What follows belongs to an exercise in optimizing a design on an open flow for small area and a short achievable clock period; a production flow would make more cautious choices. At most, simulation tests tie the RTL to the original design; equivalence was not proved. For runs 1 and 2, only the layout was checked, not whether the RTL still works. No activity file was given, so power comes from the tool's default toggle rates. The clock port is modelled as an ideal driver; clocking choices that lean on that would not hold on a real chip.

File: design/flow/run.sh
#!/bin/bash
# synth_recipe.tcl (not shown) runs the flow's synth.tcl, then flattens the netlist and writes it again
# the make line also repeats each setting of config.mk as NAME=value (left out here)
make -C /OpenROAD-flow-scripts/flow DESIGN_CONFIG=/design/flow/config.mk WORK_HOME=/design/flow/orfs CLKGATE_MAP_FILE= SYNTH_SCRIPT=/design/flow/synth_recipe.tcl finish
File: design/flow/config.mk
export PLATFORM = sky130hd
export DESIGN_NAME = sobel_3x3
export DESIGN_NICKNAME = sobel_3x3
export VERILOG_FILES = /design/flow/design.v
export SDC_FILE = /design/flow/constraint.sdc
export NUM_CORES = 4
export LEC_CHECK = 0
export ABC_CLOCK_PERIOD_IN_PS = 1500
export CAP_MARGIN = 20
export CORE_MARGIN = 2
export CORE_UTILIZATION = 70
export CTS_BUF_LIST = sky130_fd_sc_hd__clkbuf_16
export CTS_CLUSTER_DIAMETER = 100
export CTS_CLUSTER_SIZE = 25
export SETUP_SLACK_MARGIN = 3.0
export SLEW_MARGIN = 20
File: design/flow/constraint.sdc
create_clock -name core_clock -period 5.0 [get_ports {clk}]
set_input_delay 1.0000 -clock core_clock [delete_from_list [all_inputs] [get_ports {clk}]]
set_output_delay 1.0000 -clock core_clock [all_outputs]
set_load 0.01 [all_outputs]
File: design/flow/design.v
package sobel_pkg;
  localparam int DATA_W_DEF = 8;
  localparam int GRAD_W     = DATA_W_DEF + 3;
  localparam int MAX_PIX    = (1 << DATA_W_DEF) - 1;
  localparam int K_EDGE   = 1;
  localparam int K_CENTRE = 2;
endpackage
module sobel_line_buffer #(
  parameter int DEPTH  = 128,
  parameter int DATA_W = 8
) (
  input  logic                         clk,
  input  logic                         en,
  input  logic [DATA_W-1:0]            din,
  output logic [DEPTH-1:0][DATA_W-1:0] taps
);
  logic [DEPTH-1:0][DATA_W-1:0] sr_q;
  assign taps = sr_q;
  always_ff @(posedge clk) begin
    if (en) sr_q <= {sr_q[DEPTH-2:0], din};
  end
endmodule
import sobel_pkg::*;
module sobel_3x3 #(
  parameter int IMG_WIDTH  = 128,
  parameter int IMG_HEIGHT = 128,
  parameter int DATA_W     = DATA_W_DEF
) (
  input  logic              clk,
  input  logic              rst_n,
  input  logic              valid_in,
  input  logic [DATA_W-1:0] pixel_in,
  output logic              valid_out,
  output logic [DATA_W-1:0] pixel_out,
  output logic              eof_out
);
  localparam int CW    = $clog2(IMG_WIDTH);
  localparam int RW    = $clog2(IMG_HEIGHT);
  localparam int NST   = 5;                   
  localparam int HW    = DATA_W - 1;          
  logic              v0_q;
  logic [DATA_W-1:0] p0_q;
  logic [CW-1:0]     col_q;
  logic [RW-1:0]     row_q;
  logic              last_col, last_row, win_ok;
  logic [IMG_WIDTH-1:0][DATA_W-1:0]   lb1;
  logic [IMG_WIDTH+1:0][DATA_W-1:0]   lb2;
  logic [2:0][DATA_W-1:0] w_t, w_m, w_b;
  logic [NST:1]      v_q, eof_q;
  logic signed [DATA_W:0]   u1_q, v1_q, w1_q, x1_q;    
  logic signed [DATA_W+1:0] ya2_q, yb2_q;              
  logic signed [DATA_W:0]   u2_q;
  logic signed [DATA_W+2:0] a3_q, b3_q;                
  logic              sat4_q;                           
  logic [HW-1:0]     ma4_q, mb4_q;
  logic [DATA_W-1:0] pix_q;                            
  logic              sat_a, sat_b;
  logic [HW-1:0]     ma, mb, mx;
  sobel_line_buffer #(.DEPTH(IMG_WIDTH), .DATA_W(DATA_W)) u_lb1 (
    .clk  (clk),
    .en   (v0_q),
    .din  (p0_q),
    .taps (lb1)
  );
  sobel_line_buffer #(.DEPTH(IMG_WIDTH + 2), .DATA_W(DATA_W)) u_lb2 (
    .clk  (clk),
    .en   (v0_q),
    .din  (lb1[IMG_WIDTH-1]),
    .taps (lb2)
  );
  assign w_b = {p0_q, lb1[0], lb1[1]};
  assign w_m = {lb1[IMG_WIDTH-1], lb2[0], lb2[1]};
  assign w_t = {lb2[IMG_WIDTH-1], lb2[IMG_WIDTH], lb2[IMG_WIDTH+1]};
  assign last_col = (col_q == CW'(IMG_WIDTH - 1));
  assign last_row = (row_q == RW'(IMG_HEIGHT - 1));
  assign win_ok   = v0_q && (row_q >= RW'(2)) && (col_q >= CW'(2));
  assign sat_a = ~((a3_q[DATA_W+2:HW] == '0) ||
                   ((a3_q[DATA_W+2:HW] == '1) && (a3_q[HW-1:0] != '0)));
  assign sat_b = ~((b3_q[DATA_W+2:HW] == '0) ||
                   ((b3_q[DATA_W+2:HW] == '1) && (b3_q[HW-1:0] != '0)));
  assign ma = a3_q[DATA_W+2] ? HW'(-a3_q[HW-1:0]) : a3_q[HW-1:0];
  assign mb = b3_q[DATA_W+2] ? HW'(-b3_q[HW-1:0]) : b3_q[HW-1:0];
  assign mx = (ma4_q > mb4_q) ? ma4_q : mb4_q;
  always_ff @(posedge clk) begin
    p0_q   <= pixel_in;
    u1_q   <= $signed({1'b0, w_m[2]}) - $signed({1'b0, w_m[0]});
    v1_q   <= $signed({1'b0, w_b[2]}) - $signed({1'b0, w_t[0]});
    w1_q   <= $signed({1'b0, w_b[1]}) - $signed({1'b0, w_t[1]});
    x1_q   <= $signed({1'b0, w_t[2]}) - $signed({1'b0, w_b[0]});
    ya2_q  <= (DATA_W+2)'(v1_q) + (DATA_W+2)'(w1_q);
    yb2_q  <= (DATA_W+2)'(x1_q) - (DATA_W+2)'(w1_q);
    u2_q   <= u1_q;
    a3_q   <= (DATA_W+3)'(ya2_q) + (DATA_W+3)'(u2_q);
    b3_q   <= (DATA_W+3)'(yb2_q) + (DATA_W+3)'(u2_q);
    sat4_q <= sat_a | sat_b;
    ma4_q  <= ma;
    mb4_q  <= mb;
    pix_q  <= sat4_q ? {DATA_W{1'b1}} : {mx, 1'b0};
  end
  always_ff @(posedge clk) begin
    if (!rst_n) begin
      v0_q  <= 1'b0;
      col_q <= '0;
      row_q <= '0;
      v_q   <= '0;
      eof_q <= '0;
    end else begin
      v0_q <= valid_in;
      if (v0_q) begin
        if (last_col) begin
          col_q <= '0;
          row_q <= last_row ? '0 : row_q + RW'(1);
        end else begin
          col_q <= col_q + CW'(1);
        end
      end
      v_q   <= {v_q[NST-1:1], win_ok};
      eof_q <= {eof_q[NST-1:1], win_ok && last_row && last_col};
    end
  end
  assign valid_out = v_q[NST];
  assign pixel_out = pix_q;
  assign eof_out   = eof_q[NST];
endmodule
==> results.txt, run 1 <==
Outcome: complete, no violations
H-tree Lvls: 3
Nets@finish: 3067
Final Setup Violations: 0
Worst-path clk slew: 100 ps
RSZ-0062 raised after global routing: true
Critical path's largest stage delay: 370 ps
Synth top area share: 89.8%
Largest net degree at the start of global routing: 203
Setup crit end kind: output pin
Vias per inst: 5.51
Post-Syn Area per Cell: 24.6 µm²
DRC errors left: 0
# rows: 115
Crit-path slowest cell: dfxtp_4
Seq/Total Area, Yosys: 94.0%
Setup TNS: 0 ps
Inserted Diodes: 0
R2r setup slk: 3050 ps
Top Family by Delay on Critical Path: flip-flops
Final min period: 2190 ps
Die Ht: 318 µm
Syn nets: 2912
# clock sinks: 2207
GRT Util Overall: 16.5%
Dpl cells: 4138
Worst Hold Class: register to register
Int Pwr: 25.6 mW
Port bufs: 20
Psw: 6.49 mW
Final Core Density: 75.7%
Req. time, crit path: 4000 ps
Clock latency (worst-skew pair): 710 ps
Synthesized area: 69000 µm²
Clk root buf: clkbuf_16
Area Growth Syn to Fin: 7.50%
Worst-Margin Slew: 1050 ps
DR iter-0 viols: 2375
Worst r2r path cells: 7
Clock skew: 37.7 ps
Gr ovfl total: 0
Initial antenna violation count: 3
FFs w/ async S/R, synth: 0%
RR Startpoint: u_lb1.sr_q[8]
Final hold violation count: 0
EDFF count, synth: 2064
Worst endpoint data arrival time: 1190 ps
Fmax: 457 MHz
Share of power burned in registers: 67.3%
Hold path endpoint: u2_q[7]
Max_slew headroom: 29.9%
Hold_sp: u1_q[7]
Ports: 21
CTS tree: done
Worst setup SP type: register
Final worst path period share: 43.8%
Commonest cells in the netlist: 2064 x edfxtp_1, 143 x dfxtp_1, 100 x inv_1
CTS buffer count: 98
Top cell type by total area after synthesis: edfxtp_1
Synth unique cells: 56
Largest cells by area after synthesis: edfxtp_1 90%, dfxtp_1 4.1%, ha_1 1.5%
Clock share of power: 27.0%
Vias after detailed routing: 23800
Sw frac: 20.2%
Routed Antenna Nets: 0
Number of global-route vias before repair: 23200
Leak: 24.6 nW
DRT Wirelength: 82800 µm
Yosys reg bits: 2207
Kind of critical path: register to output pin
First-pass GRT wire length: 129000 µm
Pre-Repair DR Iteration Count: 5
MaxCap Viol Count: 0
Share of cells above drive strength 1: 7.07%
Count leader, synth: edfxtp_1
WP buf/inv: 1
Critical path peak fanout: 1
Die width: 318 µm
Core area: 98000 µm²
Logic gate share of total power: 5.8%
Per-cell routed wire length: 19.2 µm
Worst-path cell chain: buf_6
WHS Path Cells: 0
Die area: 101000 µm²
HPWL Detailed: 41800 µm
Worst IR Drop VDD: 410 µV
Top FF cell, synth: edfxtp_1
Non-Filler Instances: 4316
Synth Instances: 2810
Ys Warns: 3
Power density cells: 432 nW/µm²
Worst-case clock buffer depth: 3
RR Endpoint: x1_q[8]
Fill count: 5113
Final Max Slew Viols: 0
Starting Density: 70.4%
Routability cong.: 0.774
## worst max-delay path by stage
stage                        start               to  cells after the start
after floorplan               v0_q         row_q[0]                      3
after global placement        v0_q  u_lb1.sr_q[234]                      2
after detailed placement      v0_q  u_lb1.sr_q[242]                      2
after CTS                 pix_q[1]     pixel_out[1]                      1
after global routing      pix_q[1]     pixel_out[1]                      1
final                     pix_q[1]     pixel_out[1]                      1
## stage by stage
step	cell area [µm²]	total power [mW]	setup slack, ps	hold slack [ps]
4_1_cts	74100	32.4	2740	309
3_3_place_gp	71100	23.7	2500	320
2_1_floorplan	69000	23.6	-11340	310
6_report	74200	32.0	2810	308
5_1_grt	74200	33.3	2730	314
3_5_place_dp	71100	23.8	2420	318
## power by group through the flow
stage	Clock [mW]	Combinational (mW)	Sequential [mW]
after floorplan	0	1.18	22.4
after global placement	0	1.72	22.0
after detailed placement	0	1.81	22.0
after CTS	9.02	1.83	21.6
after global routing	9.61	2.08	21.6
final	8.65	1.84	21.6
## area by class of cell
type / count / area, µm² / share of cell area [%]
repair buffers: 63 / 702 / 0.946
clock inverters: 64 / 297 / 0.400
flip-flops and latches: 2207 / 64900 / 87.4
well taps: 1287 / 1610 / 2.17
inverters: 100 / 375 / 0.506
multi-input cells: 495 / 3820 / 5.16
clock buffers: 100 / 2500 / 3.37
## flip-flops by register name, summed over array words and instances, names as in the netlist
signal      cells
a3_q           11
ya2_q          10
b3_q           11
mb4_q           7
v0_q            1
ma4_q           7
v_q             5
x1_q            9
yb2_q          10
u1_q            9
u2_q            9
eof_q           5
w1_q            9
v1_q            9
u_lb1.sr_q   1024
p0_q            8
u_lb2.sr_q   1040
sat4_q          1
pix_q           8
row_q           7
col_q           7
## routing by layer
layer	vias up	part of all wire [%]	global-route usage [%]
met4	0	1.9	4.12
li1	11200	-	-
met5	-	0	0
met2	372	44	23.2
met1	12100	51	27.9
met3	100	3.7	2.67
## placed cells by master (no fill, tap or decap), drive strengths merged, types with 2 or more instances in the layout
master            n
o211ai            4
and3             12
clkdlybuf4s50    10
or2               4
a21boi            3
o31ai             3
o311a             3
xnor2            49
clkinv            2
a21o              4
nand4             9
o21a             10
a211o             5
nor4              4
fa                8
nand2            25
a22o              2
o41ai             2
nor2             70
inv             162
a2111oi           2
buf              53
dfxtp           143
edfxtp         2064
ha               83
or4               2
o21ai            33
mux2i             8
or3               4
and2             20
nor2b            16
o2111ai           7
nand2b            5
nand3            20
xor2             10
a21oi            27
a31oi             6
clkbuf          100
nor3             24
o22ai             3
## cells by family (layout without fill, tap and decap cells)
kind of cell,after synthesis,count (layout),synth area share (%)
XOR/XNOR,59,59,0.749
AO/OA/AOI/OAI,120,120,1.25
AND/OR/NAND/NOR,217,217,1.58
adder cells (fa/ha/maj),91,91,1.74
multiplexers,8,8,0.116
flip-flops,2207,2207,94.0
buffers and inverters,108,327,0.593
## what timing repair did
| action | in CTS | in global routing |
|---|---|---|
| hold buffers | 0 | 0 |
| cloned | 0 | 0 |
| resized for setup | 63 | 23 |
| setup endpoints to repair | 1785 | 20 |
| setup buffers | 11 | 3 |
| pin swaps | 3 | 9 |
==> inputs of run 2 (changes only) <==
--- a/design/flow/config.mk
+++ b/design/flow/config.mk
@@ -8,9 +8,9 @@
 export ABC_CLOCK_PERIOD_IN_PS = 1500
 export CAP_MARGIN = 20
 export CORE_MARGIN = 2
-export CORE_UTILIZATION = 70
+export CORE_UTILIZATION = 75
 export CTS_BUF_LIST = sky130_fd_sc_hd__clkbuf_16
 export CTS_CLUSTER_DIAMETER = 100
 export CTS_CLUSTER_SIZE = 25
-export SETUP_SLACK_MARGIN = 3.0
+export SETUP_SLACK_MARGIN = 3.3
 export SLEW_MARGIN = 20
==> results.txt, run 2 <==
Outcome: complete, no violations (unchanged)
Worst Hold Class: register to register (unchanged)
Per-cell routed wire length: 26.9 µm (was 19.2 µm)
CTS buffer count: 98 (unchanged)
Ports: 21 (unchanged)
Final Max Slew Viols: 0 (unchanged)
Fill count: 3825 (was 5113)
Number of global-route vias before repair: 25500 (was 23200)
Sw frac: 22.4% (was 20.2%)
Yosys reg bits: 2207 (unchanged)
Psw: 7.55 mW (was 6.49 mW)
Top Family by Delay on Critical Path: flip-flops (unchanged)
Worst IR Drop VDD: 465 µV (was 410 µV)
FFs w/ async S/R, synth: 0% (unchanged)
Largest net degree at the start of global routing: 146 (was 203)
Worst-Margin Slew: 750 ps (was 1050 ps)
Die width: 307 µm (was 318 µm)
Count leader, synth: edfxtp_1 (unchanged)
Power Total: 33.7 mW (was 32.0 mW)
HPWL Detailed: 44200 µm (was 41800 µm)
Crit-path slowest cell: dfxtp_4 (unchanged)
Die Ht: 307 µm (was 318 µm)
Max_slew headroom: 50.0% (was 29.9%)
Pre-Repair DR Iteration Count: 7 (was 5)
Port bufs: 20 (unchanged)
Final min period: 2220 ps (was 2190 ps)
Worst setup SP type: register (unchanged)
Commonest non-fill, non-tap cell in the layout: edfxtp_1 (unchanged)
Largest cells by area after synthesis: edfxtp_1 90%, dfxtp_1 4.1%, ha_1 1.5% (unchanged)
# rows: 111 (was 115)
Ys Warns: 3 (unchanged)
EDFF count, synth: 2064 (unchanged)
Seq/Total Area, Yosys: 94.0% (unchanged)
DRT Wirelength: 115000 µm (was 82800 µm)
Clock share of power: 27.2% (was 27.0%)
Critical path peak fanout: 1 (unchanged)
Nets@finish: 3132 (was 3067)
Initial antenna violation count: 3 (unchanged)
Routed Antenna Nets: 0 (unchanged)
Int Pwr: 26.2 mW (was 25.6 mW)
Final worst path period share: 44.5% (was 43.8%)
Die area: 94400 µm² (was 101000 µm²)
CTS tree: done (unchanged)
Post-Syn Area per Cell: 24.6 µm² (unchanged)
Final Setup Violations: 0 (unchanged)
Top FF cell, synth: edfxtp_1 (unchanged)
Synth unique cells: 56 (unchanged)
Synth Instances: 2810 (unchanged)
Final hold violation count: 0 (unchanged)
Share of power burned in registers: 64.4% (was 67.3%)
Vias per inst: 6.01 (was 5.51)
Worst-path clk slew: 100 ps (about the same)
Top cell type by total area after synthesis: edfxtp_1 (unchanged)
# clock sinks: 2207 (unchanged)
Share of cells above drive strength 1: 13.1% (was 7.07%)
Core area: 91400 µm² (was 98000 µm²)
Setup TNS: 0 ps (unchanged)
Leak: 25.1 nW (was 24.6 nW)
Largest register by flop count: u_lb2.sr_q (unchanged)
RSZ-0062 raised after global routing: true (unchanged)
Clk root buf: clkbuf_16 (unchanged)
WP buf/inv: 1 (unchanged)
Gr ovfl total: 0 (unchanged)
Kind of critical path: register to output pin (unchanged)
DR iter-0 viols: 3258 (was 2375)
Commonest cells in the netlist: 2064 x edfxtp_1, 143 x dfxtp_1, 100 x inv_1 (unchanged)
Critical path's largest stage delay: 400 ps (was 370 ps)
Synthesized area: 69000 µm² (unchanged)
Most frequent cells in the layout: 2064 x edfxtp_1, 136 x inv_1, 110 x dfxtp_1 (was 2064 x edfxtp_1, 157 x inv_1, 133 x dfxtp_1)
Syn nets: 2912 (unchanged)
MaxCap Viol Count: 0 (unchanged)
Synth top area share: 89.8% (unchanged)
DRC errors left: 0 (unchanged)
Worst endpoint data arrival time: 1220 ps (was 1190 ps)
Final Core Density: 82.8% (was 75.7%)
Largest regs: u_lb2.sr_q x1040, u_lb1.sr_q x1024 (unchanged)
GRT Util Overall: 23.6% (was 16.5%)
Max reg flops: 1040 (unchanged)
Worst-path cell chain: buf_6 (unchanged)
Starting Density: 75.5% (was 70.4%)
Req. time, crit path: 4000 ps (about the same)
Worst-case clock buffer depth: 3 (unchanged)
Power density cells: 446 nW/µm² (was 432 nW/µm²)
Clock skew: 31.8 ps (was 37.7 ps)
Area Growth Syn to Fin: 9.64% (was 7.50%)
H-tree Lvls: 3 (unchanged)
Vias after detailed routing: 25600 (was 23800)
Fmax: 450 MHz (was 457 MHz)
Routability cong.: 0.794 (was 0.774)
Setup crit end kind: output pin (unchanged)
Clock latency (worst-skew pair): 730 ps (was 710 ps)
First-pass GRT wire length: 162000 µm (was 129000 µm)
Logic gate share of total power: 8.5% (was 5.8%)
-- run 2: cell families (layout without fill, tap and decap cells) --
logic type | after synthesis | after routing | share of synthesized area, %
buffers and inverters | 108 | 381 | 0.593
xor gates and xnor gates | 59 | 59 | 0.749
AOI/OAI and AO/OA | 120 | 120 | 1.25
and+or+nand+nor | 217 | 217 | 1.58
other | 0 | 1 | 0
DFF | 2207 | 2207 | 94.0
adders and majority gates | 91 | 91 | 1.74
muxes | 8 | 8 | 0.116
-- run 2: path summary, 6_finish.rpt --
check | from | end | slack, ps | depth (start not counted)
setup / recovery | pix_q[3] | pixel_out[3] | 2780 | 1
hold / removal | u1_q[5] | u2_q[5] | 340 | 0
setup reg to reg | u_lb2.sr_q[1016] | x1_q[6] | 3030 | 9
hold reg to reg | u1_q[5] | u2_q[5] | 340 | 0
-- run 2: power groups by stage --
stage          Sequential, mW  Combinational, mW  Clock [mW]
6_report                 21.7               2.85        9.17
5_1_grt                  21.8               3.04        9.83
3_3_place_gp             22.0               1.73           0
3_5_place_dp             22.0               1.81           0
2_1_floorplan            22.4               1.18           0
4_1_cts                  21.7               2.30        9.22
-- run 2: layer usage --
layer | wire length [µm] | global-route usage [%]
met1 | 47200 | 34.6
met2 | 59200 | 39.0
met3 | 5610 | 3.14
met4 | 2980 | 5.76
met5 | 0 | 0
-- run 2: repair_timing --
item,in CTS,in global routing
hold endpoints to repair,0,0
buffers inserted,46,22
endpoints found under the setup margin,2029,459
cloned,8,4
pin swaps,51,58
gates resized for setup,187,103
hold buffers,0,0
-- run 2: stage by stage --
stage	instances	area, µm²	setup slack [ps]	hold WS [ps]
5_1_grt	4269	75700	2730	358
3_5_place_dp	4036	71000	2580	313
4_1_cts	4243	75000	2740	344
2_1_floorplan	2810	69000	-11340	310
6_report	4270	75700	2780	343
3_3_place_gp	4036	71000	2650	319
-- run 2: area by class of cell --
| class | count | area (µm²) | share of cell area (%) |
|---|---|---|---|
| diodes | 1 | 2.50 | 0.00331 |
| clock buffers | 101 | 2530 | 3.34 |
| clock inverters | 52 | 258 | 0.341 |
| inverters | 100 | 378 | 0.499 |
| multi-input cells | 495 | 4520 | 5.97 |
| flip-flops and latches | 2207 | 64900 | 85.8 |
| well taps | 1186 | 1480 | 1.96 |
| repair buffers | 128 | 1570 | 2.08 |
==> inputs of run 3 (changes only) <==
--- a/design/flow/design.v
+++ b/design/flow/design.v
@@ -47,10 +47,10 @@
   logic [IMG_WIDTH+1:0][DATA_W-1:0]   lb2;
   logic [2:0][DATA_W-1:0] w_t, w_m, w_b;
   logic [NST:1]      v_q, eof_q;
-  logic signed [DATA_W:0]   u1_q, v1_q, w1_q, x1_q;    
-  logic signed [DATA_W+1:0] ya2_q, yb2_q;              
-  logic signed [DATA_W:0]   u2_q;
-  logic signed [DATA_W+2:0] a3_q, b3_q;                
+  logic [DATA_W:0]   u1_q, v1_q, w1_q, x1_q;          
+  logic [DATA_W+1:0] ya2_q, yb2_q;                    
+  logic [DATA_W:0]   u2_q;
+  logic [DATA_W+2:0] a3_q, b3_q;                      
   logic              sat4_q;                           
   logic [HW-1:0]     ma4_q, mb4_q;
   logic [DATA_W-1:0] pix_q;                            
@@ -83,15 +83,15 @@
   assign mx = (ma4_q > mb4_q) ? ma4_q : mb4_q;
   always_ff @(posedge clk) begin
     p0_q   <= pixel_in;
-    u1_q   <= $signed({1'b0, w_m[2]}) - $signed({1'b0, w_m[0]});
-    v1_q   <= $signed({1'b0, w_b[2]}) - $signed({1'b0, w_t[0]});
-    w1_q   <= $signed({1'b0, w_b[1]}) - $signed({1'b0, w_t[1]});
-    x1_q   <= $signed({1'b0, w_t[2]}) - $signed({1'b0, w_b[0]});
-    ya2_q  <= (DATA_W+2)'(v1_q) + (DATA_W+2)'(w1_q);
-    yb2_q  <= (DATA_W+2)'(x1_q) - (DATA_W+2)'(w1_q);
+    u1_q   <= {1'b0, w_m[2]} - {1'b0, w_m[0]};
+    v1_q   <= {1'b0, w_b[2]} - {1'b0, w_t[0]};
+    w1_q   <= {1'b0, w_b[1]} - {1'b0, w_t[1]};
+    x1_q   <= {1'b0, w_t[2]} - {1'b0, w_b[0]};
+    ya2_q  <= {v1_q[DATA_W], v1_q} + {w1_q[DATA_W], w1_q};
+    yb2_q  <= {x1_q[DATA_W], x1_q} - {w1_q[DATA_W], w1_q};
     u2_q   <= u1_q;
-    a3_q   <= (DATA_W+3)'(ya2_q) + (DATA_W+3)'(u2_q);
-    b3_q   <= (DATA_W+3)'(yb2_q) + (DATA_W+3)'(u2_q);
+    a3_q   <= {ya2_q[DATA_W+1], ya2_q} + {{2{u2_q[DATA_W]}}, u2_q};
+    b3_q   <= {yb2_q[DATA_W+1], yb2_q} + {{2{u2_q[DATA_W]}}, u2_q};
     sat4_q <= sat_a | sat_b;
     ma4_q  <= ma;
     mb4_q  <= mb;
--- a/design/flow/config.mk
+++ b/design/flow/config.mk
@@ -8,9 +8,9 @@
 export ABC_CLOCK_PERIOD_IN_PS = 1500
 export CAP_MARGIN = 20
 export CORE_MARGIN = 2
-export CORE_UTILIZATION = 75
+export CORE_UTILIZATION = 70
 export CTS_BUF_LIST = sky130_fd_sc_hd__clkbuf_16
 export CTS_CLUSTER_DIAMETER = 100
 export CTS_CLUSTER_SIZE = 25
-export SETUP_SLACK_MARGIN = 3.3
+export SETUP_SLACK_MARGIN = 3.0
 export SLEW_MARGIN = 20
==> results.txt, run 3 <==
Outcome: complete, no violations (unchanged)
Cts hold-fix bufs: 0 (unchanged)
Most frequent cells in the layout: 2064 x edfxtp_1, 157 x inv_1, 133 x dfxtp_1 (was 2064 x edfxtp_1, 136 x inv_1, 110 x dfxtp_1)
Starting Density: 70.4% (was 75.5%)
Area Growth Syn to Fin: 7.50% (was 9.64%)
Worst setup SP type: register (unchanged)
Final worst path period share: 43.8% (was 44.5%)
Largest net degree at the start of global routing: 203 (was 146)
Syn nets: 2912 (unchanged)
Worst-path cell chain: buf_6 (unchanged)
Clk root buf: clkbuf_16 (unchanged)
Setup TNS: 0 ps (unchanged)
Die area: 101000 µm² (was 94400 µm²)
Worst-case clock buffer depth: 3 (unchanged)
DR iter-0 viols: 2375 (was 3258)
FFs w/ async S/R, synth: 0% (unchanged)
Yosys reg bits: 2207 (unchanged)
Commonest cells in the netlist: 2064 x edfxtp_1, 143 x dfxtp_1, 100 x inv_1 (unchanged)
Top cell type by total area after synthesis: edfxtp_1 (unchanged)
EDFF count, synth: 2064 (unchanged)
Worst-Margin Slew: 1050 ps (was 750 ps)
Final min period: 2190 ps (was 2220 ps)
HPWL Detailed: 41800 µm (was 44200 µm)
Ports: 21 (unchanged)
Share of power burned in registers: 67.3% (was 64.4%)
DRC errors left: 0 (unchanged)
Top Family by Delay on Critical Path: flip-flops (unchanged)
Final Max Slew Viols: 0 (unchanged)
Share of cells above drive strength 1: 7.07% (was 13.1%)
Routed Antenna Nets: 0 (unchanged)
Synth unique cells: 56 (unchanged)
Port bufs: 20 (unchanged)
Fin area: 74200 µm² (was 75700 µm²)
Gr ovfl total: 0 (unchanged)
Inserted Diodes: 0 (was 1)
Die width: 318 µm (was 307 µm)
Post-Syn Area per Cell: 24.6 µm² (unchanged)
Kind of critical path: register to output pin (unchanged)
Worst-path clk slew: 100 ps (about the same)
Synthesized area: 69000 µm² (unchanged)
Largest cells by area after synthesis: edfxtp_1 90%, dfxtp_1 4.1%, ha_1 1.5% (unchanged)
First-pass GRT wire length: 129000 µm (was 162000 µm)
Final Setup Violations: 0 (unchanged)
Ys Warns: 3 (unchanged)
Max_slew headroom: 29.9% (was 50.0%)
Leak: 24.6 nW (was 25.1 nW)
Die Ht: 318 µm (was 307 µm)
Crit-path slowest cell: dfxtp_4 (unchanged)
Sw frac: 20.2% (was 22.4%)
Per-cell routed wire length: 19.2 µm (was 26.9 µm)
Int Pwr: 25.6 mW (was 26.2 mW)
Synth top area share: 89.8% (unchanged)
Top FF cell, synth: edfxtp_1 (unchanged)
Critical path peak fanout: 1 (unchanged)
Commonest non-fill, non-tap cell in the layout: edfxtp_1 (unchanged)
Power Total: 32.0 mW (was 33.7 mW)
H-tree Lvls: 3 (unchanged)
Non-Filler Instances: 4316 (was 4270)
Nets@finish: 3067 (was 3132)
RSZ-0062 raised after global routing: true (unchanged)
Setup crit end kind: output pin (unchanged)
GRT Util Overall: 16.5% (was 23.6%)
Clock latency (worst-skew pair): 710 ps (was 730 ps)
Worst Hold Class: register to register (unchanged)
Core area: 98000 µm² (was 91400 µm²)
Worst IR Drop VDD: 410 µV (was 465 µV)
Dpl cell area: 71100 µm² (was 71000 µm²)
Power density cells: 432 nW/µm² (was 446 nW/µm²)
# rows: 115 (was 111)
Clock share of power: 27.0% (was 27.2%)
MaxCap Viol Count: 0 (unchanged)
Number of global-route vias before repair: 23200 (was 25500)
CTS tree: done (unchanged)
Pre-Repair DR Iteration Count: 5 (was 7)
Synth Instances: 2810 (unchanged)
# clock sinks: 2207 (unchanged)
Worst endpoint data arrival time: 1190 ps (was 1220 ps)
Critical path's largest stage delay: 370 ps (was 400 ps)
Req. time, crit path: 4000 ps (about the same)
Fmax: 457 MHz (was 450 MHz)
Vias after detailed routing: 23800 (was 25600)
DRT Wirelength: 82800 µm (was 115000 µm)
Count leader, synth: edfxtp_1 (unchanged)
Logic gate share of total power: 5.8% (was 8.5%)
Routability cong.: 0.774 (was 0.794)
Max reg flops: 1040 (unchanged)
Dpl cells: 4138 (was 4036)
Vias per inst: 5.51 (was 6.01)
Psw: 6.49 mW (was 7.55 mW)
Largest regs: u_lb2.sr_q x1040, u_lb1.sr_q x1024 (unchanged)
Initial antenna violation count: 3 (unchanged)
Largest register by flop count: u_lb2.sr_q (unchanged)
CTS buffer count: 98 (unchanged)
WP buf/inv: 1 (unchanged)
Clock skew: 37.7 ps (was 31.8 ps)
Seq/Total Area, Yosys: 94.0% (unchanged)
Final hold violation count: 0 (unchanged)
run 3: cell counts after synthesis:
Identical to the previous run, type by type.
run 3: path summary, 6_finish.rpt:
| check | start | to | cells after the start | slack [ps] |
|---|---|---|---|---|
| worst max-delay path | pix_q[1] | pixel_out[1] | 1 | 2810 |
| worst min-delay path | u1_q[7] | u2_q[7] | 0 | 310 |
| worst max register to register | u_lb1.sr_q[8] | x1_q[8] | 7 | 3050 |
| worst min register to register | u1_q[7] | u2_q[7] | 0 | 310 |
run 3: cells by family (layout without fill, tap and decap cells):
group                    Yosys count  count (layout)  share of synthesized area, %
flip-flops                      2207            2207                          94.0
buffers and inverters            108             327                         0.593
adder cells (fa/ha/maj)           91              91                          1.74
AO/OA/AOI/OAI                    120             120                          1.25
XOR/XNOR                          59              59                         0.749
AND/OR/NAND/NOR                  217             217                          1.58
multiplexers                       8               8                         0.116
run 3: power by group through the flow:
stage	clock network [mW]	logic, mW	registers (mW)
after floorplan	0	1.18	22.4
after global placement	0	1.72	22.0
after detailed placement	0	1.81	22.0
after CTS	9.02	1.83	21.6
after global routing	9.61	2.08	21.6
final	8.65	1.84	21.6
run 3: per-layer routing:
metal	wire length, µm	global-route usage (%)	up-vias
met3	3100	2.67	100
met4	1610	4.12	0
li1	-	-	11200
met2	36100	23.2	372
met5	0	0	-
met1	41900	27.9	12100
run 3: layout make-up:
cell class | count | area (µm²)
tap | 1287 | 1610
clock inverter | 64 | 297
timing repair buffer | 63 | 702
multi-input combinational | 495 | 3820
clock buffer | 100 | 2500
fill | 5113 | 23800
inverter | 100 | 375
sequential | 2207 | 64900
run 3: through the flow:
| stage | utilization, % | worst slack, ps | hold slack (ps) |
|---|---|---|---|
| floorplan | - | -11340 | 310 |
| global placement | 72.6 | 2500 | 320 |
| detailed placement | 72.6 | 2420 | 318 |
| CTS | 75.6 | 2740 | 309 |
| global route | 75.7 | 2730 | 314 |
| finish | 75.7 | 2810 | 308 |
run 3: repair_timing:
action,4_1_cts,5_1_grt
pin swaps,3,9
resized for setup,63,23
setup endpoints to repair,1785,20
setup buffers,11,3
==> inputs of run 4 (changes only) <==
--- a/design/flow/design.v
+++ b/design/flow/design.v
@@ -38,8 +38,7 @@
   localparam int RW    = $clog2(IMG_HEIGHT);
   localparam int NST   = 5;                   
   localparam int HW    = DATA_W - 1;          
-  logic              v0_q;
-  logic [DATA_W-1:0] p0_q;
+  logic              acc;
   logic [CW-1:0]     col_q;
   logic [RW-1:0]     row_q;
   logic              last_col, last_row, win_ok;
@@ -58,22 +57,23 @@
   logic [HW-1:0]     ma, mb, mx;
   sobel_line_buffer #(.DEPTH(IMG_WIDTH), .DATA_W(DATA_W)) u_lb1 (
     .clk  (clk),
-    .en   (v0_q),
-    .din  (p0_q),
+    .en   (valid_in),
+    .din  (pixel_in),
     .taps (lb1)
   );
   sobel_line_buffer #(.DEPTH(IMG_WIDTH + 2), .DATA_W(DATA_W)) u_lb2 (
     .clk  (clk),
-    .en   (v0_q),
+    .en   (valid_in),
     .din  (lb1[IMG_WIDTH-1]),
     .taps (lb2)
   );
-  assign w_b = {p0_q, lb1[0], lb1[1]};
+  assign w_b = {pixel_in, lb1[0], lb1[1]};
   assign w_m = {lb1[IMG_WIDTH-1], lb2[0], lb2[1]};
   assign w_t = {lb2[IMG_WIDTH-1], lb2[IMG_WIDTH], lb2[IMG_WIDTH+1]};
   assign last_col = (col_q == CW'(IMG_WIDTH - 1));
   assign last_row = (row_q == RW'(IMG_HEIGHT - 1));
-  assign win_ok   = v0_q && (row_q >= RW'(2)) && (col_q >= CW'(2));
+  assign acc      = rst_n && valid_in;
+  assign win_ok   = acc && (row_q >= RW'(2)) && (col_q >= CW'(2));
   assign sat_a = ~((a3_q[DATA_W+2:HW] == '0) ||
                    ((a3_q[DATA_W+2:HW] == '1) && (a3_q[HW-1:0] != '0)));
   assign sat_b = ~((b3_q[DATA_W+2:HW] == '0) ||
@@ -82,7 +82,6 @@
   assign mb = b3_q[DATA_W+2] ? HW'(-b3_q[HW-1:0]) : b3_q[HW-1:0];
   assign mx = (ma4_q > mb4_q) ? ma4_q : mb4_q;
   always_ff @(posedge clk) begin
-    p0_q   <= pixel_in;
     u1_q   <= {1'b0, w_m[2]} - {1'b0, w_m[0]};
     v1_q   <= {1'b0, w_b[2]} - {1'b0, w_t[0]};
     w1_q   <= {1'b0, w_b[1]} - {1'b0, w_t[1]};
@@ -99,14 +98,12 @@
   end
   always_ff @(posedge clk) begin
     if (!rst_n) begin
-      v0_q  <= 1'b0;
       col_q <= '0;
       row_q <= '0;
       v_q   <= '0;
       eof_q <= '0;
     end else begin
-      v0_q <= valid_in;
-      if (v0_q) begin
+      if (valid_in) begin
         if (last_col) begin
           col_q <= '0;
           row_q <= last_row ? '0 : row_q + RW'(1);
--- a/design/flow/config.mk
+++ b/design/flow/config.mk
@@ -8,9 +8,9 @@
 export ABC_CLOCK_PERIOD_IN_PS = 1500
 export CAP_MARGIN = 20
 export CORE_MARGIN = 2
-export CORE_UTILIZATION = 70
+export CORE_UTILIZATION = 75
 export CTS_BUF_LIST = sky130_fd_sc_hd__clkbuf_16
 export CTS_CLUSTER_DIAMETER = 100
-export CTS_CLUSTER_SIZE = 25
-export SETUP_SLACK_MARGIN = 3.0
+export CTS_CLUSTER_SIZE = 30
+export SETUP_SLACK_MARGIN = 2.9
 export SLEW_MARGIN = 20
==> results.txt, run 4 <==
RSZ-0062 raised after global routing: true (unchanged)
Initial antenna violation count: 1 (was 3)
Critical path's largest stage delay: 420 ps (was 370 ps)
Synth Area in XOR/XNOR: 0.738% (was 0.749%)
Ys Warns: 3 (unchanged)
Top FF cell, synth: edfxtp_1 (unchanged)
Mux share of post-synthesis cell area: 0.116% (about the same)
Req. time, crit path: 4000 ps (about the same)
Setup ws final: 2780 ps (was 2810 ps)
Worst-case clock buffer depth: 3 (unchanged)
Final worst path period share: 44.4% (was 43.8%)
DRT Wirelength: 90600 µm (was 82800 µm)
First-pass GRT wire length: 137000 µm (was 129000 µm)
Commonest non-fill, non-tap cell in the layout: edfxtp_1 (unchanged)
H-tree Lvls: 3 (unchanged)
Cts hold-fix bufs: 0 (unchanged)
Final Core Density: 80.5% (was 75.7%)
R2r setup slk: 2970 ps (was 3050 ps)
Area Growth Syn to Fin: 6.73% (was 7.50%)
Starting Density: 75.4% (was 70.4%)
Commonest cells in the netlist: 2064 x edfxtp_1, 134 x dfxtp_1, 99 x inv_1 (was 2064 x edfxtp_1, 143 x dfxtp_1, 100 x inv_1)
FFs w/ async S/R, synth: 0% (unchanged)
# clock sinks: 2198 (was 2207)
Clk root buf: clkbuf_16 (unchanged)
HPWL Detailed: 42300 µm (was 41800 µm)
Post-Synth Adder-Cell Area: 1.74% (about the same)
Ports: 21 (unchanged)
Synth Area in Compound Gates: 1.27% (was 1.25%)
Post-Syn Area per Cell: 24.6 µm² (about the same)
Largest register by flop count: u_lb2.sr_q (unchanged)
Core area: 91200 µm² (was 98000 µm²)
Syn nets: 2898 (was 2912)
Max reg flops: 1040 (unchanged)
Setup crit end kind: output pin (unchanged)
Setup TNS: 0 ps (unchanged)
Routed Antenna Nets: 0 (unchanged)
Synthesized area: 68800 µm² (was 69000 µm²)
Top cell type by total area after synthesis: edfxtp_1 (unchanged)
Worst-path cell chain: buf_6 (unchanged)
Share of cells above drive strength 1: 6.17% (was 7.07%)
Final hold violation count: 0 (unchanged)
Routability cong.: 0.791 (was 0.774)
Final Setup Violations: 0 (unchanged)
Count leader, synth: edfxtp_1 (unchanged)
Worst Hold Class: register to register (unchanged)
WP buf/inv: 1 (unchanged)
Critical path peak fanout: 1 (unchanged)
Clock skew: 27.6 ps (was 37.7 ps)
Pre-Repair DR Iteration Count: 5 (unchanged)
Power density cells: 439 nW/µm² (was 432 nW/µm²)
Worst setup SP type: register (unchanged)
CTS buffer count: 83 (was 98)
Worst-Margin Slew: 780 ps (was 1050 ps)
Port bufs: 20 (unchanged)
CTS tree: done (unchanged)
Synth top area share: 90.1% (was 89.8%)
Post-synthesis simple-gate area fraction: 1.56% (was 1.58%)
Die area: 94200 µm² (was 101000 µm²)
# rows: 111 (was 115)
Yosys reg bits: 2198 (was 2207)
Dpl ws: 1880 ps (was 2420 ps)
Largest cells by area after synthesis: edfxtp_1 90%, dfxtp_1 3.9%, ha_1 1.5% (was edfxtp_1 90%, dfxtp_1 4.1%, ha_1 1.5%)
Vias per inst: 5.71 (was 5.51)
Nets@finish: 3033 (was 3067)
EDFF count, synth: 2064 (unchanged)
Seq/Total Area, Yosys: 94.0% (about the same)
Largest net degree at the start of global routing: 148 (was 203)
Per-cell routed wire length: 21.7 µm (was 19.2 µm)
Synth Instances: 2796 (was 2810)
Kind of critical path: register to output pin (unchanged)
Max_slew headroom: 48.0% (was 29.9%)
Largest regs: u_lb2.sr_q x1040, u_lb1.sr_q x1024 (unchanged)
Leak: 25.1 nW (was 24.6 nW)
Main combinational cell family by area after synthesis: adder cells (unchanged)
Vias after detailed routing: 23800 (about the same)
Crit-path slowest cell: dfxtp_4 (unchanged)
Die width: 307 µm (was 318 µm)
Worst-path clk slew: 110 ps (was 100 ps)
Worst IR Drop VDD: 369 µV (was 410 µV)
GRT Util Overall: 19.5% (was 16.5%)
Outcome: complete, no violations (unchanged)
Gr ovfl total: 0 (unchanged)
Fmax: 450 MHz (was 457 MHz)
Clock latency (worst-skew pair): 690 ps (was 710 ps)
Final Max Slew Viols: 0 (unchanged)
Number of global-route vias before repair: 23200 (about the same)
Worst endpoint data arrival time: 1220 ps (was 1190 ps)
DR iter-0 viols: 2548 (was 2375)
Synth unique cells: 58 (was 56)
Most frequent cells in the layout: 2064 x edfxtp_1, 144 x inv_1, 125 x dfxtp_1 (was 2064 x edfxtp_1, 157 x inv_1, 133 x dfxtp_1)
Final min period: 2220 ps (was 2190 ps)
Die Ht: 307 µm (was 318 µm)
Top Family by Delay on Critical Path: flip-flops (unchanged)
MaxCap Viol Count: 0 (unchanged)
DRC errors left: 0 (unchanged)
[run 4: cell types whose count changed after synthesis, sizes merged, moves of 2 or more]
| cell | delta |
|---|---|
| dfxtp | -9 |
| nor2b | -2 |
| nand3 | -2 |
| and2 | -2 |
[run 4: path summary, 6_finish.rpt]
| path | startpoint | endpoint | depth (start not counted) |
|---|---|---|---|
| setup / recovery | pix_q[6] | pixel_out[6] | 1 |
| hold / removal | u1_q[8] | u2_q[8] | 0 |
| setup reg to reg | u_lb1.sr_q[8] | x1_q[8] | 7 |
| hold reg to reg | u1_q[8] | u2_q[8] | 0 |
[run 4: logic make-up (layout without fill, tap and decap cells)]
family | Yosys count | count (layout)
xor gates and xnor gates | 58 | 58
DFF | 2198 | 2198
adders and majority gates | 91 | 91
AOI/OAI and AO/OA | 121 | 121
muxes | 8 | 8
other | 0 | 1
and+or+nand+nor | 214 | 214
buffers and inverters | 106 | 293
[run 4: area by class of cell]
type / count / area [µm²]
Sequential cell: 2198 / 64700
Fill cell: 4210 / 17800
Multi-Input combinational cell: 492 / 3800
Clock buffer: 85 / 2130
Tap cell: 1186 / 1480
Timing Repair Buffer: 57 / 686
Inverter: 99 / 384
Clock inverter: 52 / 262
Antenna cell: 1 / 2.50
[run 4: layer usage]
metal / track usage, % / wire (µm) / up-vias
met5: 0 / 0 / -
met1: 31.0 / 42600 / 12200
li1: - / - / 11100
met3: 2.80 / 3160 / 107
met2: 29.9 / 43200 / 404
met4: 4.40 / 1750 / 0
[run 4: power by group]
| part | switching (mW) | total (mW) | internal, mW |
|---|---|---|---|
| Sequential | 0.547 | 22.1 | 21.5 |
| Combinational | 1.24 | 2.10 | 0.859 |
| Clock | 4.95 | 8.10 | 3.15 |
[run 4: repair_timing]
action                                  4_1_cts  5_1_grt
gates resized for setup                      70        9
setup buffers                                 2        1
gates cloned                                  1        0
endpoints found under the setup margin       46       17
pin swaps                                     1        3
[run 4: stage by stage]
step | instances | cell area, µm² | hold WS, ps | power [mW]
after CTS | 4168 | 73400 | 343 | 32.6
after floorplan | 2796 | 68800 | 310 | 23.6
after global routing | 4169 | 73400 | 347 | 33.4
after global placement | 4028 | 70900 | 320 | 24.4
after detailed placement | 4028 | 70900 | 314 | 24.5
final | 4170 | 73400 | 338 | 32.3
==> inputs of run 5 (changes only) <==
--- a/design/flow/config.mk
+++ b/design/flow/config.mk
@@ -8,9 +8,9 @@
 export ABC_CLOCK_PERIOD_IN_PS = 1500
 export CAP_MARGIN = 20
 export CORE_MARGIN = 2
-export CORE_UTILIZATION = 75
+export CORE_UTILIZATION = 80
 export CTS_BUF_LIST = sky130_fd_sc_hd__clkbuf_16
 export CTS_CLUSTER_DIAMETER = 100
 export CTS_CLUSTER_SIZE = 30
-export SETUP_SLACK_MARGIN = 2.9
+export SETUP_SLACK_MARGIN = 3.0
 export SLEW_MARGIN = 20
==> results.txt, run 5 <==
Post-Syn Area per Cell: 24.6 µm² (unchanged)
Synth top area share: 90.1% (unchanged)
HPWL Detailed: 58500 µm (was 42300 µm)
Port bufs: 20 (unchanged)
Largest cells by area after synthesis: edfxtp_1 90%, dfxtp_1 3.9%, ha_1 1.5% (unchanged)
FFs w/ async S/R, synth: 0% (unchanged)
Commonest cells in the netlist: 2064 x edfxtp_1, 134 x dfxtp_1, 99 x inv_1 (unchanged)
# rows: 107 (was 111)
Routability cong.: 0.818 (was 0.791)
Seq/Total Area, Yosys: 94.0% (unchanged)
Yosys reg bits: 2198 (unchanged)
Syn nets: 2898 (unchanged)
Ys Warns: 3 (unchanged)
Synth Instances: 2796 (unchanged)
EDFF count, synth: 2064 (unchanged)
Synth Area in Compound Gates: 1.27% (unchanged)
Top cell type by total area after synthesis: edfxtp_1 (unchanged)
Starting Density: 80.8% (was 75.4%)
Last stage reached: detailed placement
Ports: 21 (unchanged)
Top FF cell, synth: edfxtp_1 (unchanged)
Die Ht: 297 µm (was 307 µm)
Count leader, synth: edfxtp_1 (unchanged)
Synthesized area: 68800 µm² (unchanged)
Stop err: [ERROR DPL-0033] detailed placement checks failed during check placement.
Mux share of post-synthesis cell area: 0.116% (unchanged)
Post-synthesis simple-gate area fraction: 1.56% (unchanged)
Post-Synth Adder-Cell Area: 1.74% (unchanged)
Synth unique cells: 58 (unchanged)
Outcome: aborted with a tool error (was complete, no violations)
Synth Area in XOR/XNOR: 0.738% (unchanged)
Die width: 297 µm (was 307 µm)
Main combinational cell family by area after synthesis: adder cells (unchanged)
run 5: cell counts after synthesis:
Identical to the previous run, type by type.
run 5: power groups by stage:
stage             sequential [mW]  clock, mW  combinational, mW
floorplan                    22.2          0               1.41
global placement             22.4          0               1.98
run 5: how the worst min path moves through the flow:
stage	cells past startpoint	to
floorplan	0	u2_q[0]
global placement	0	u2_q[1]
run 5: stage by stage:
step	worst slack, ps	hold slack, ps
2_1_floorplan	2720	310
3_3_place_gp	1910	320
run 5: kinds of logic after synthesis:
logic type	after synthesis
buffers and inverters	106
XOR/XNOR	58
adder cells (fa/ha/maj)	91
AND/OR/NAND/NOR	214
AO/OA/AOI/OAI	121
flip-flops	2198
multiplexers	8
==> inputs of run 6 (changes only) <==
--- a/design/flow/config.mk
+++ b/design/flow/config.mk
@@ -8,9 +8,9 @@
 export ABC_CLOCK_PERIOD_IN_PS = 1500
 export CAP_MARGIN = 20
 export CORE_MARGIN = 2
-export CORE_UTILIZATION = 80
+export CORE_UTILIZATION = 70
 export CTS_BUF_LIST = sky130_fd_sc_hd__clkbuf_16
 export CTS_CLUSTER_DIAMETER = 100
-export CTS_CLUSTER_SIZE = 30
+export CTS_CLUSTER_SIZE = 25
 export SETUP_SLACK_MARGIN = 3.0
 export SLEW_MARGIN = 20
==> results.txt, run 6 <==
Outcome: complete, no violations (was aborted with a tool error)
Routed Antenna Nets: 0
Port bufs: 20 (unchanged)
Gr ovfl total: 0
Max_slew headroom: 42.9%
Final hold violation count: 0
CTS buffer count: 97
Nets@finish: 3049
Top FF cell, synth: edfxtp_1 (unchanged)
Setup TNS: 0 ps
Pre-Repair DR Iteration Count: 5
First-pass GRT wire length: 130000 µm
Largest regs: u_lb2.sr_q x1040, u_lb1.sr_q x1024
CTS tree: done
Fill count: 5110
Worst-case clock buffer depth: 3
Synth Instances: 2796 (unchanged)
Ys Warns: 3 (unchanged)
Final Setup Violations: 0
Number of global-route vias before repair: 23000
EDFF count, synth: 2064 (unchanged)
Die width: 318 µm (was 297 µm)
HPWL Detailed: 40800 µm (was 58500 µm)
Setup ws final: 2870 ps
# clock sinks: 2198
Dpl cell area: 71000 µm²
Kind of critical path: register to output pin
Area Growth Syn to Fin: 7.44%
# rows: 114 (was 107)
Synth Area in Compound Gates: 1.27% (unchanged)
Post-Syn Area per Cell: 24.6 µm² (unchanged)
Post-Synth Adder-Cell Area: 1.74% (unchanged)
Commonest non-fill, non-tap cell in the layout: edfxtp_1
Worst-path cell chain: buf_6
Count leader, synth: edfxtp_1 (unchanged)
Req. time, crit path: 4000 ps
Starting Density: 70.9% (was 80.8%)
Leak: 25.3 nW
Final Max Slew Viols: 0
Worst IR Drop VDD: 302 µV
Worst setup SP type: register
Worst Hold Class: register to register
Seq/Total Area, Yosys: 94.0% (unchanged)
Fmax: 470 MHz
DR iter-0 viols: 1974
Routability cong.: 0.798 (was 0.818)
Crit-path slowest cell: dfxtp_2
Mux share of post-synthesis cell area: 0.116% (unchanged)
Worst-Margin Slew: 857 ps
Most frequent cells in the layout: 2064 x edfxtp_1, 147 x inv_1, 123 x dfxtp_1
Die Ht: 318 µm (was 297 µm)
Setup crit end kind: output pin
FFs w/ async S/R, synth: 0% (unchanged)
Synth top area share: 90.1% (unchanged)
Critical path peak fanout: 1
Syn nets: 2898 (unchanged)
Power Total: 32.6 mW
Per-cell routed wire length: 19.3 µm
Critical path's largest stage delay: 340 ps
Hold_sp: u1_q[1]
Top cell type by total area after synthesis: edfxtp_1 (unchanged)
RR Startpoint: u_lb1.sr_q[8]
Post-synthesis simple-gate area fraction: 1.56% (unchanged)
Die area: 101000 µm²
Max reg flops: 1040
Worst endpoint data arrival time: 1130 ps
Clock latency (worst-skew pair): 680 ps
Synth unique cells: 58 (unchanged)
Vias per inst: 5.50
Vias after detailed routing: 23500
RSZ-0062 raised after global routing: true
Share of cells above drive strength 1: 7.10%
Power density cells: 442 nW/µm²
MaxCap Viol Count: 0
R2r setup slk: 2990 ps
Dpl ws: 1760 ps
Largest net degree at the start of global routing: 175
DRT Wirelength: 82700 µm
Final min period: 2130 ps
Ports: 21 (unchanged)
WP buf/inv: 1
Yosys reg bits: 2198 (unchanged)
Clk root buf: clkbuf_16
Largest cells by area after synthesis: edfxtp_1 90%, dfxtp_1 3.9%, ha_1 1.5% (unchanged)
Largest register by flop count: u_lb2.sr_q
Main combinational cell family by area after synthesis: adder cells (unchanged)
Worst-path clk slew: 90 ps
Top Family by Delay on Critical Path: flip-flops
Final Core Density: 76.2%
Cts hold-fix bufs: 0
Synthesized area: 68800 µm² (unchanged)
H-tree Lvls: 3
GRT Util Overall: 16.5%
Final worst path period share: 42.5%
Synth Area in XOR/XNOR: 0.738% (unchanged)
Commonest cells in the netlist: 2064 x edfxtp_1, 134 x dfxtp_1, 99 x inv_1 (unchanged)
Crit. Startpoint: pix_q[5]
Core area: 97000 µm²
DRC errors left: 0
Fin area: 73900 µm²
Initial antenna violation count: 0
Clock skew: 13.9 ps
[run 6: path summary, 6_finish.rpt]
| kind | endpoint | cells after the start |
|---|---|---|
| setup / recovery | pixel_out[5] | 1 |
| hold / removal | u2_q[1] | 0 |
| setup reg to reg | x1_q[8] | 7 |
| hold reg to reg | u2_q[1] | 0 |
[run 6: report_power, final]
| group | leakage, nW | total, mW | internal, mW | switching (mW) |
|---|---|---|---|---|
| registers | 21.3 | 22.0 | 21.5 | 0.515 |
| clock network | 1.50 | 8.48 | 3.60 | 4.88 |
| logic | 2.46 | 2.13 | 0.882 | 1.25 |
[run 6: cells by family (layout without fill, tap and decap cells)]
family / Yosys count / count (layout)
flip-flops: 2198 / 2198
AND/OR/NAND/NOR: 214 / 214
AO/OA/AOI/OAI: 121 / 121
buffers and inverters: 106 / 308
adder cells (fa/ha/maj): 91 / 91
XOR/XNOR: 58 / 58
multiplexers: 8 / 8
other: 0 / 1
[run 6: metrics by stage]
stage	cells	hold WS, ps
4_1_cts	4269	337
2_1_floorplan	2796	310
5_1_grt	4274	346
6_report	4275	330
3_3_place_gp	4116	317
3_5_place_dp	4116	313
[run 6: cell type report]
type                       count  area, µm²  share of cell area (%)
clock inverter                51        213                   0.288
clock buffer                  99       2480                    3.35
timing repair buffer          59        703                   0.951
inverter                      99        384                   0.520
tap                         1276       1600                    2.16
antenna                        1       2.50                 0.00339
multi-input combinational    492       3860                    5.22
sequential                  2198      64700                    87.5
[run 6: metal layers]
layer | up-vias | share of wire (%) | wire length [µm] | GRT usage (%)
li1 | 11200 | - | - | -
met5 | - | 0 | 0 | 0
met3 | 119 | 2.9 | 2400 | 2.53
met2 | 280 | 44 | 36500 | 23.5
met4 | 0 | 2.0 | 1650 | 4.03
met1 | 12000 | 51 | 42200 | 27.9
[run 6: timing repair]
action / 4_1_cts / 5_1_grt
pin swaps: 2 / 7
gates cloned: 1 / 0
buffers inserted: 2 / 5
setup endpoints to repair: 937 / 22
resized for setup: 75 / 23
==> inputs of run 7 (changes only) <==
==> design/flow/flow/run.sh (new file) <==
#!/bin/bash
# Own layout flow: the standard flow (standard.sh) unchanged except for the
# clock tree synthesis arguments: larger sink clusters on clkbuf_16 leaves,
# full use of the leaf buffer's max capacitance, and no dummy loads.
# make's output goes to standard_finish.log; each ORFS step logs under orfs/logs.
set -euo pipefail
export CTS_ARGS="-sink_clustering_enable -repair_clock_nets -buf_list sky130_fd_sc_hd__clkbuf_16 -sink_clustering_size 30 -sink_clustering_max_diameter 80 -sink_buffer_max_cap_derate 1.0 -dont_use_dummy_load"
bash standard.sh finish > standard_finish.log 2>&1
==> design/flow/standard.sh (new file) <==
#!/bin/bash
# synth_recipe.tcl (not shown) runs the flow's synth.tcl, then flattens the netlist and writes it again
# the make line also repeats each setting of config.mk as NAME=value (left out here)
make -C /OpenROAD-flow-scripts/flow DESIGN_CONFIG=/design/flow/config.mk WORK_HOME=/design/flow/orfs CLKGATE_MAP_FILE= SYNTH_SCRIPT=/design/flow/synth_recipe.tcl "${@:-finish}"
--- a/design/flow/config.mk
+++ b/design/flow/config.mk
@@ -8,7 +8,7 @@
 export ABC_CLOCK_PERIOD_IN_PS = 1500
 export CAP_MARGIN = 20
 export CORE_MARGIN = 2
-export CORE_UTILIZATION = 70
+export CORE_UTILIZATION = 74
 export CTS_BUF_LIST = sky130_fd_sc_hd__clkbuf_16
 export CTS_CLUSTER_DIAMETER = 100
 export CTS_CLUSTER_SIZE = 25
removed: design/flow/run.sh
==> results.txt, run 7 <==
Commonest cells in the netlist: 2064 x edfxtp_1, 134 x dfxtp_1, 99 x inv_1 (unchanged)
Synthesized area: 68800 µm² (unchanged)
HPWL Detailed: 44100 µm (was 40800 µm)
Non-Filler Instances: 4197 (was 4275)
Worst-path cell chain: buf_6 (unchanged)
Fmax: 454 MHz (was 470 MHz)
Req. time, crit path: 4000 ps (about the same)
Synth Instances: 2796 (unchanged)
Clock latency (worst-skew pair): 670 ps (was 680 ps)
Initial antenna violation count: 2 (was 0)
Area Growth Syn to Fin: 6.78% (was 7.44%)
H-tree Lvls: 3 (unchanged)
Setup crit end kind: output pin (unchanged)
Routability cong.: 0.783 (was 0.798)
DRC errors left: 0 (unchanged)
Leak: 24.9 nW (was 25.3 nW)
DR iter-0 viols: 2278 (was 1974)
Crit path depth: 1 (unchanged)
Crit. Startpoint: pix_q[4] (was pix_q[5])
Hold_sp: u1_q[4] (was u1_q[1])
DRT Wirelength: 90900 µm (was 82700 µm)
# clock sinks: 2198 (unchanged)
Top Family by Delay on Critical Path: flip-flops (unchanged)
# rows: 111 (was 114)
Clk root buf: clkbuf_16 (unchanged)
Nets@finish: 3056 (was 3049)
Number of global-route vias before repair: 23500 (was 23000)
Psw: 6.58 mW (was 6.64 mW)
Yosys reg bits: 2198 (unchanged)
Vias after detailed routing: 23900 (was 23500)
FFs w/ async S/R, synth: 0% (unchanged)
Die width: 309 µm (was 318 µm)
CTS buffer count: 83 (was 97)
Syn nets: 2898 (unchanged)
Int Pwr: 25.4 mW (was 26.0 mW)
Final Core Density: 79.9% (was 76.2%)
Worst endpoint data arrival time: 1200 ps (was 1130 ps)
Worst-path clk slew: 110 ps (was 90 ps)
Final worst path period share: 44.0% (was 42.5%)
Setup TNS: 0 ps (unchanged)
CTS tree: done (unchanged)
Die area: 95400 µm² (was 101000 µm²)
RR Endpoint: x1_q[8] (unchanged)
WP buf/inv: 1 (unchanged)
Power Total: 32.0 mW (was 32.6 mW)
Synth unique cells: 58 (unchanged)
Fin area: 73500 µm² (was 73900 µm²)
RSZ-0062 raised after global routing: true (unchanged)
GRT Util Overall: 19.4% (was 16.5%)
Worst r2r path cells: 7 (unchanged)
Dpl ws: 1900 ps (was 1760 ps)
Most frequent cells in the layout: 2064 x edfxtp_1, 122 x dfxtp_1, 98 x inv_1 (was 2064 x edfxtp_1, 147 x inv_1, 123 x dfxtp_1)
Largest register by flop count: u_lb2.sr_q (unchanged)
Vias per inst: 5.69 (was 5.50)
Dpl cells: 4099 (was 4116)
CP endpoint: pixel_out[4] (was pixel_out[5])
Routed Antenna Nets: 0 (unchanged)
Top cell type by total area after synthesis: edfxtp_1 (unchanged)
Count leader, synth: edfxtp_1 (unchanged)
Largest cells by area after synthesis: edfxtp_1 90%, dfxtp_1 3.9%, ha_1 1.5% (unchanged)
Ports: 21 (unchanged)
Max reg flops: 1040 (unchanged)
Gr ovfl total: 0 (unchanged)
Worst IR Drop VDD: 340 µV (was 302 µV)
Synth top area share: 90.1% (unchanged)
Worst Hold Class: register to register (unchanged)
Share of cells above drive strength 1: 7.28% (was 7.10%)
Post-Syn Area per Cell: 24.6 µm² (unchanged)
Critical path's largest stage delay: 410 ps (was 340 ps)
Worst setup SP type: register (unchanged)
Starting Density: 74.8% (was 70.9%)
Setup ws final: 2800 ps (was 2870 ps)
Port bufs: 20 (unchanged)
Commonest non-fill, non-tap cell in the layout: edfxtp_1 (unchanged)
Critical path peak fanout: 1 (unchanged)
Dpl cell area: 71100 µm² (was 71000 µm²)
Top FF cell, synth: edfxtp_1 (unchanged)
Clock share of power: 24.2% (was 26.0%)
Final min period: 2200 ps (was 2130 ps)
Cts hold-fix bufs: 0 (unchanged)
Fill count: 4417 (was 5110)
First-pass GRT wire length: 138000 µm (was 130000 µm)
Core area: 91900 µm² (was 97000 µm²)
MaxCap Viol Count: 0 (unchanged)
Largest net degree at the start of global routing: 142 (was 175)
Kind of critical path: register to output pin (unchanged)
Pre-Repair DR Iteration Count: 7 (was 5)
EDFF count, synth: 2064 (unchanged)
Worst-Margin Slew: 733 ps (was 857 ps)
Worst-case clock buffer depth: 3 (unchanged)
Logic gate share of total power: 6.9% (was 6.5%)
Final Max Slew Viols: 0 (unchanged)
Largest regs: u_lb2.sr_q x1040, u_lb1.sr_q x1024 (unchanged)
RR Startpoint: u_lb1.sr_q[9] (was u_lb1.sr_q[8])
Ys Warns: 3 (unchanged)
Sw frac: 20.6% (was 20.4%)
Final Setup Violations: 0 (unchanged)
R2r setup slk: 2990 ps (about the same)
Crit-path slowest cell: dfxtp_4 (was dfxtp_2)
Final hold slack: 319 ps (was 330 ps)
Die Ht: 309 µm (was 318 µm)
Share of power burned in registers: 68.9% (was 67.5%)
Max_slew headroom: 51.1% (was 42.9%)
Per-cell routed wire length: 21.7 µm (was 19.3 µm)
Clock skew: 46.0 ps (was 13.9 ps)
Outcome: complete, no violations (unchanged)
Seq/Total Area, Yosys: 94.0% (unchanged)
Final hold violation count: 0 (unchanged)
Power density cells: 436 nW/µm² (was 442 nW/µm²)
==> run 7: timing repair <==
| item | in CTS | in global routing |
|---|---|---|
| setup buffers | 3 | 9 |
| resized for setup | 73 | 26 |
| gates cloned | 1 | 0 |
| endpoints found under the setup margin | 628 | 43 |
| pin swaps | 5 | 10 |
==> run 7: logic make-up (layout without fill, tap and decap cells) <==
family / Yosys count / count (layout) / share of synthesized area, %
AO/OA/AOI/OAI: 121 / 121 / 1.27
XOR/XNOR: 58 / 58 / 0.738
adder cells (fa/ha/maj): 91 / 91 / 1.74
buffers and inverters: 106 / 262 / 0.584
flip-flops: 2198 / 2198 / 94.0
multiplexers: 8 / 8 / 0.116
other: 0 / 2 / 0
AND/OR/NAND/NOR: 214 / 214 / 1.56
==> run 7: cell type report <==
type | count | area, µm² | share of cell area [%]
clock buffer | 83 | 2080 | 2.83
inverter | 99 | 384 | 0.523
multi-input combinational | 492 | 3860 | 5.26
timing repair buffer | 80 | 890 | 1.21
sequential | 2198 | 64700 | 88.1
tap | 1243 | 1560 | 2.12
antenna | 2 | 5.00 | 0.00681
==> run 7: worst min path at each step <==
stage,endpoint,slack [ps],depth (start not counted)
2_1_floorplan,u2_q[0],310,0
3_3_place_gp,u2_q[2],320,0
3_5_place_dp,u2_q[4],310,0
4_1_cts,u2_q[4],320,0
5_1_grt,u2_q[4],330,0
6_report,u2_q[4],320,0
==> run 7: layer usage <==
metal / vias up / wire length [µm] / global-route usage (%)
li1: 11100 / - / -
met1: 12300 / 42200 / 30.3
met2: 407 / 43300 / 30.1
met3: 111 / 3330 / 2.73
met4: 0 / 1960 / 5.07
met5: - / 0 / 0
==> run 7: power groups by stage <==
stage	clock network, mW	registers [mW]	logic, mW
2_1_floorplan	0	22.2	1.41
4_1_cts	8.03	22.1	2.13
3_5_place_dp	0	22.4	2.11
3_3_place_gp	0	22.4	2.00
6_report	7.75	22.1	2.20
5_1_grt	8.52	22.2	2.46
==> inputs of run 8 (changes only) <==
--- a/design/flow/config.mk
+++ b/design/flow/config.mk
@@ -8,7 +8,7 @@
 export ABC_CLOCK_PERIOD_IN_PS = 1500
 export CAP_MARGIN = 20
 export CORE_MARGIN = 2
-export CORE_UTILIZATION = 74
+export CORE_UTILIZATION = 70
 export CTS_BUF_LIST = sky130_fd_sc_hd__clkbuf_16
 export CTS_CLUSTER_DIAMETER = 100
 export CTS_CLUSTER_SIZE = 25
==> results.txt, run 8 <==
Post-synthesis simple-gate area fraction: 1.56% (unchanged)
WP buf/inv: 1 (unchanged)
Top cell type by total area after synthesis: edfxtp_1 (unchanged)
Non-Filler Instances: 4211 (was 4197)
Commonest non-fill, non-tap cell in the layout: edfxtp_1 (unchanged)
Routability cong.: 0.798 (was 0.783)
Final Max Slew Viols: 0 (unchanged)
Yosys reg bits: 2198 (unchanged)
Inserted Diodes: 0 (was 2)
Worst-path cell chain: buf_6 (unchanged)
# clock sinks: 2198 (unchanged)
Largest cells by area after synthesis: edfxtp_1 90%, dfxtp_1 3.9%, ha_1 1.5% (unchanged)
Vias after detailed routing: 23400 (was 23900)
EDFF count, synth: 2064 (unchanged)
Clock latency (worst-skew pair): 670 ps (about the same)
Worst IR Drop VDD: 322 µV (was 340 µV)
Req. time, crit path: 4000 ps (about the same)
MaxCap Viol Count: 0 (unchanged)
Count leader, synth: edfxtp_1 (unchanged)
Syn nets: 2898 (unchanged)
Share of cells above drive strength 1: 6.81% (was 7.28%)
Worst r2r path cells: 7 (unchanged)
Setup TNS: 0 ps (unchanged)
Setup crit end kind: output pin (unchanged)
Post-Syn Area per Cell: 24.6 µm² (unchanged)
Crit-path slowest cell: dfxtp_2 (was dfxtp_4)
WHS Path Cells: 0 (unchanged)
Max reg flops: 1040 (unchanged)
H-tree Lvls: 3 (unchanged)
FFs w/ async S/R, synth: 0% (unchanged)
Logic gate share of total power: 6.7% (was 6.9%)
Sw frac: 20.1% (was 20.6%)
Die Ht: 318 µm (was 309 µm)
Synth Area in XOR/XNOR: 0.738% (unchanged)
Kind of critical path: register to output pin (unchanged)
Pre-Repair DR Iteration Count: 5 (was 7)
Worst-path clk slew: 110 ps (about the same)
R2r setup slk: 3050 ps (was 2990 ps)
DR iter-0 viols: 2104 (was 2278)
Dpl cells: 4116 (was 4099)
Mux share of post-synthesis cell area: 0.116% (unchanged)
Synth Area in Compound Gates: 1.27% (unchanged)
Final hold violation count: 0 (unchanged)
Clock skew: 52.9 ps (was 46.0 ps)
Number of global-route vias before repair: 22700 (was 23500)
Gr ovfl total: 0 (unchanged)
Final min period: 2120 ps (was 2200 ps)
Port bufs: 20 (unchanged)
Max_slew headroom: 43.1% (was 51.1%)
First-pass GRT wire length: 128000 µm (was 138000 µm)
Outcome: complete, no violations (unchanged)
DRT Wirelength: 81900 µm (was 90900 µm)
Commonest cells in the netlist: 2064 x edfxtp_1, 134 x dfxtp_1, 99 x inv_1 (unchanged)
Main combinational cell family by area after synthesis: adder cells (unchanged)
Largest register by flop count: u_lb2.sr_q (unchanged)
Power density cells: 434 nW/µm² (was 436 nW/µm²)
CTS buffer count: 84 (was 83)
DRC errors left: 0 (unchanged)
Leak: 24.9 nW (about the same)
Share of power burned in registers: 69.2% (was 68.9%)
Int Pwr: 25.4 mW (about the same)
Per-cell routed wire length: 19.5 µm (was 21.7 µm)
Ys Warns: 3 (unchanged)
GRT Util Overall: 16.3% (was 19.4%)
Hold_sp: u1_q[1] (was u1_q[4])
Psw: 6.41 mW (was 6.58 mW)
Worst Hold Class: register to register (unchanged)
Hold path endpoint: u2_q[1] (was u2_q[4])
Top FF cell, synth: edfxtp_1 (unchanged)
Post-Synth Adder-Cell Area: 1.74% (unchanged)
Initial antenna violation count: 1 (was 2)
run 8: cell count changes in the layout (fill, tap and decap cells not counted), sizes merged:
cell,previous run,this run
clkbuf,83,87
dlymetal6s2s,2,0
buf,71,50
clkdlybuf4s50,4,6
diode,2,0
run 8: power groups by stage:
| stage | Combinational [mW] | Sequential (mW) | Clock [mW] |
|---|---|---|---|
| finish | 2.14 | 22.0 | 7.68 |
| global route | 2.40 | 22.2 | 8.59 |
| CTS | 2.07 | 22.1 | 8.03 |
| detailed placement | 2.06 | 22.4 | 0 |
| global placement | 1.97 | 22.4 | 0 |
| floorplan | 1.41 | 22.2 | 0 |
run 8: kinds of logic after synthesis:
logic type               count (synthesis)
flip-flops                            2198
AND/OR/NAND/NOR                        214
AO/OA/AOI/OAI                          121
buffers and inverters                  106
adder cells (fa/ha/maj)                 91
XOR/XNOR                                58
multiplexers                             8
run 8: cell type report:
type                       instances  area, µm²
fill                            5155      23600
clock buffer                      84       2100
timing repair buffer              62        781
inverter                          99        384
tap                             1276       1600
multi-input combinational        492       3870
sequential                      2198      64700
run 8: worst max-delay path by stage:
stage | start | slack (ps) | to | cells past startpoint
2_1_floorplan | pixel_in[0] | 2720 | v1_q[8] | 8
3_3_place_gp | pixel_in[0] | 1830 | v1_q[8] | 9
3_5_place_dp | pixel_in[0] | 1760 | v1_q[8] | 9
4_1_cts | pix_q[3] | 2790 | pixel_out[3] | 1
5_1_grt | v_q[5] | 2820 | valid_out | 1
6_report | pix_q[5] | 2880 | pixel_out[5] | 1
run 8: stage by stage:
stage	total power [mW]	utilization [%]	setup WS (ps)	instance area [µm²]	hold slack, ps
2_1_floorplan	23.6	-	2720	68900	310
3_5_place_dp	24.5	73.2	1760	71000	313
6_report	31.8	75.7	2880	73400	337
5_1_grt	33.2	75.7	2820	73400	349
4_1_cts	32.2	75.5	2790	73200	340
3_3_place_gp	24.4	73.2	1830	71000	317
run 8: metal layers:
layer  global-route usage (%)  share of wire, %  vias to the layer above
li1                         -                 -                    11100
met1                     27.7                51                    12000
met2                     23.0                43                      304
met3                     2.35               3.3                      106
met4                     4.47               1.9                        0
met5                        0                 0                        -
run 8: what timing repair did:
action	CTS	global route
resized for setup	75	29
hold buffers	0	0
pin swaps	2	8
gates cloned	1	2
buffers inserted	3	5
endpoints found under the setup margin	999	131

Setup slack of run 8, layout unchanged: 2.883 ns with ideal ports, 2.816 ns with driving cells assumed (clock clkbuf_16, inputs buf_2), 2.208 ns with port delays also shifted by the 0.712 ns mid clock arrival.
